Context: an optimization exercise on an open-source flow, tuned for small area. The choices shown serve that exercise and are no tape-out recipe. Only simulation tests tie the RTL to the original design; equivalence was not proved. Power figures rest on the tool's default switching activity, not on a simulated workload.

Design rv_top, start of the top module:
module rv_top (
    input  logic        clk,
    input  logic        reset,
    output logic        wb_cyc,
    output logic        wb_stb,
    output logic        wb_we,
    output logic [31:0] wb_adr,
    output logic [31:0] wb_dat_w,
    output logic [3:0]  wb_sel,
    input  logic [31:0] wb_dat_r,
    input  logic        wb_ack,
    output logic        halted
);
    localparam logic [2:0] S_INIT  = 3'd0;   
    localparam logic [2:0] S_FETCH = 3'd1;   
    localparam logic [2:0] S_WAIT1 = 3'd2;   
    localparam logic [2:0] S_EX1   = 3'd3;   
    localparam logic [2:0] S_MEM   = 3'd4;   
    localparam logic [2:0] S_WAIT2 = 3'd5;   
    localparam logic [2:0] S_EX2   = 3'd6;   
    localparam logic [2:0] S_HALT  = 3'd7;
    logic [2:0]  state;
    logic [3:0]  cnt;
    always_ff @(posedge clk or posedge reset) begin
        if (reset) cnt <= 4'd0;
        else       cnt <= cnt + 4'd1;
    end
    wire cnt0  = (cnt == 4'd0);
    wire cnt15 = (cnt == 4'd15);
    wire in_fetch  = (state == S_FETCH);
    wire in_mem    = (state == S_MEM);
    wire fetch_ack = in_fetch & wb_ack;
  ...
Settings: LEC_CHECK=0, CAP_MARGIN=20, CORE_MARGIN=2, CORE_UTILIZATION=40, CTS_CLUSTER_DIAMETER=100, CTS_CLUSTER_SIZE=24, SLEW_MARGIN=20; clock period 14.0 ns.
standard.sh (not shown) runs the stock make flow with config.mk's settings and CLKGATE_MAP_FILE= SYNTH_SCRIPT=/design/flow/synth_recipe.tcl, a recipe that flattens the netlist after the stock synthesis.
==> flow/flow/run.sh <==
#!/bin/bash
# The standard layout (standard.sh) with two settings changed through the
# environment: clock tree synthesis without dummy loads, and the smallest
# buffer on each port. Each tool's output goes to the ORFS logs; make's output
# goes to standard.log here.
export CTS_ARGS="-sink_clustering_enable -repair_clock_nets -dont_use_dummy_load -sink_clustering_size 24 -sink_clustering_max_diameter 100"
export BUFFER_PORTS_ARGS="-buffer_cell sky130_fd_sc_hd__buf_1"
bash standard.sh > standard.log 2>&1
The starting point went through all stages and came out clean.
Rerun with:
==> flow/run.sh (new file) <==
#!/bin/bash
# synth_recipe.tcl (not shown) runs the flow's synth.tcl, then flattens the netlist and writes it again
# the make line also repeats each setting of config.mk as NAME=value (left out here)
make -C /OpenROAD-flow-scripts/flow DESIGN_CONFIG=/design/flow/config.mk WORK_HOME=/design/flow/orfs CLKGATE_MAP_FILE= SYNTH_SCRIPT=/design/flow/synth_recipe.tcl finish
removed: flow/flow/run.sh
removed: flow/standard.sh
What happened: Design area goes up by 2.6%; register-to-register slack loses 0.27 ns; power goes up by 2.0%; routed wire length goes up by 1.2%; die area stays the same; synthesized cell count does not change; cell count goes up by 0.53%.


== build 67 ==
rv_top, a different RTL version from the one above (not shown whole).
For scale: ~1900 cells after synthesis, roughly 1100 flip-flops, about 0.030 mm^2 of cells after synthesis.
==> flow/config.mk <==
export PLATFORM = sky130hd
export DESIGN_NAME = rv_top
export DESIGN_NICKNAME = rv_top
export VERILOG_FILES = /design/flow/design.v
export SDC_FILE = /design/flow/constraint.sdc
export NUM_CORES = 4
export LEC_CHECK = 0
export CAP_MARGIN = 20
export CORE_MARGIN = 2
export CORE_UTILIZATION = 40
export CTS_CLUSTER_DIAMETER = 100
export CTS_CLUSTER_SIZE = 24
export SLEW_MARGIN = 20
==> flow/constraint.sdc <==
create_clock -name core_clock -period 14.0 [get_ports {clk}]
set_input_delay 2.8000 -clock core_clock [delete_from_list [all_inputs] [get_ports {clk}]]
set_output_delay 2.8000 -clock core_clock [all_outputs]
set_load 0.01 [all_outputs]
==> flow/flow/run.sh <==
#!/bin/bash
# The standard layout (standard.sh), with three settings changed through the
# environment: clock tree synthesis without dummy loads, the smallest buffer
# on each port, and ORFS's power recovery (downsizing cells with slack).
export CTS_ARGS="-sink_clustering_enable -repair_clock_nets -dont_use_dummy_load -sink_clustering_size 24 -sink_clustering_max_diameter 100"
export BUFFER_PORTS_ARGS="-buffer_cell sky130_fd_sc_hd__buf_1"
export RECOVER_POWER=100
bash standard.sh > standard.log 2>&1
status=$?
cp standard.sh standard.sh.txt 2>/dev/null
exit $status
Final checks on build 67, whose flow otherwise completed, came back failing, citing capacitance limit, slew limit.
Modified inputs, build 40 compared to build 67
Settings: removing CTS_CLUSTER_DIAMETER (formerly 100); removing CTS_CLUSTER_SIZE (formerly 24).
==> flow/run.sh (new file) <==
#!/bin/bash
# synth_recipe.tcl (not shown) runs the flow's synth.tcl, then flattens the netlist and writes it again
# the make line also repeats each setting of config.mk as NAME=value (left out here)
make -C /OpenROAD-flow-scripts/flow DESIGN_CONFIG=/design/flow/config.mk WORK_HOME=/design/flow/orfs CLKGATE_MAP_FILE= SYNTH_SCRIPT=/design/flow/synth_recipe.tcl finish
removed: flow/flow/run.sh
removed: flow/standard.sh
- Build 40 has completed all stages; timing, DRC and antenna checks passed.
- From build 67 to build 40 the numbers moved as follows: final-layout worst hold slack fell by 17 ps; final-layout non-clock buffer area share went up 1.8 points.
- Combinational power of build 40 exceeds that of build 67 by more than 10%.
- Area: build 40 vs build 67 -> build 40 larger
- For maximum achievable frequency, dividing the value from build 67 by the value from build 40 gives 0.80.
- Between build 40 and build 67, it is build 40 whose post-detailed-routing wire length is higher, by 2.3%.
- Going from build 67 to build 40, number of optimization iterations in the first detailed-route pass moved up; count of clock-buffer cells in the layout increased by 180% relative to the old numbers; flip-flop and latch count after synthesis was more or less identical; sequential share of layout area lower.
- Looking at via count, build 40 sits 437 above build 67.
--- input diff build 40..build 31 ---
Settings: setting CTS_BUF_LIST to sky130_fd_sc_hd__clkbuf_4 for the first time.
## What came out
Build 31: routed length on met3 210 um above build 40. Hold slack deteriorates in build 31 relative to build 40. Delta (build 31 minus build 40): pre-CTS setup slack neither gained nor lost much, total via count in the routed design picked up an extra 7.6%, power consumption lost 4.7%, via count of the first global-routing pass picked up an extra 1634. Summary of build 31 over build 40: fraction of area in multi-input gates stayed essentially flat; logic gate share of total power barely changed; final non-filler cell area shows a reduction of 180 um^2; global-route usage now sits higher. Re number of library cell types mapped by synthesis: no difference whatsoever between build 31 and build 40.
For build 89, these inputs were changed with respect to build 31:
Settings: CTS_CLUSTER_SIZE now 32, previously not set; CTS_CLUSTER_DIAMETER now 120, previously not set; CTS_BUF_LIST no longer set, was sky130_fd_sc_hd__clkbuf_4.
--- outcome ---
Build 31 was carried through to the last stage, and its layout satisfied the timing, design-rule and antenna checks. Build 89 | stages: all done | timing, DRC, antenna: all pass. Re proportion of cell area spent on the clock network: build 31 was higher than build 89. [compare] base=build 31 new=build 89: cell internal power dissipation saw a decrease, multi-input logic portion of the cell area increased by 1.2 points relative to the old numbers, pin count of the biggest net entering global routing did not really move, worst slew slack as a fraction of its limit has increased, worst setup slack saw a decrease. Build 31 -> build 89: synthesized cell count flat.
> inputs changed (build 89 -> build 10)
Settings: CTS_CLUSTER_DIAMETER changed from 120 to 100; CTS_CLUSTER_SIZE changed from 32 to 24.
Looking at routed wire length across both flows, build 10 is the weaker of the two, with build 89 ahead.
Build 10 finished all stages; the layout is clean.
Comparing build 10 and build 89, the higher total number of nets in the final design was measured on build 10.
In the flow results for build 10 and build 89, the starting DRC count in detailed routing is larger on build 89.

[separate check: timing with driven ports]
The results above use ideal ports. As a check the final layouts listed here were re-extracted and re-timed, cells and wires unchanged.
Step 1: set_driving_cell puts a clkbuf_16 on clk and a buf_2 on each other input, an assumption about the parent block.
Step 2 moves the port delays by t, midway between the first and last clock arrival at a register: inputs arrive t later, outputs are due t later. That takes back most of the time a late clock gives input paths.
Three values: no drivers, after step 1, after step 2; two values: the first two.
run	t (ns)	setup WS [ns]	worst setup path after step 2
the first run of note 1	0.660	6.997 / 7.033 / 6.373	input to register
the second run of note 1	0.703	6.633 / 6.666 / 5.964	input to register
build 67	0.671	3.470 / 3.502 / 2.831	input to register
build 40	0.691	5.585 / 5.607 / 4.917	input to register
build 31	1.025	5.873 / 5.892 / 4.867	input to register
build 89	0.664	5.577 / 5.602 / 4.937	input to register
build 10	0.675	5.621 / 5.646 / 4.970	input to register
For build 31, which loses most, drivers alone change the setup slack by +0.019 ns; drivers and shift together by -1.006 ns.
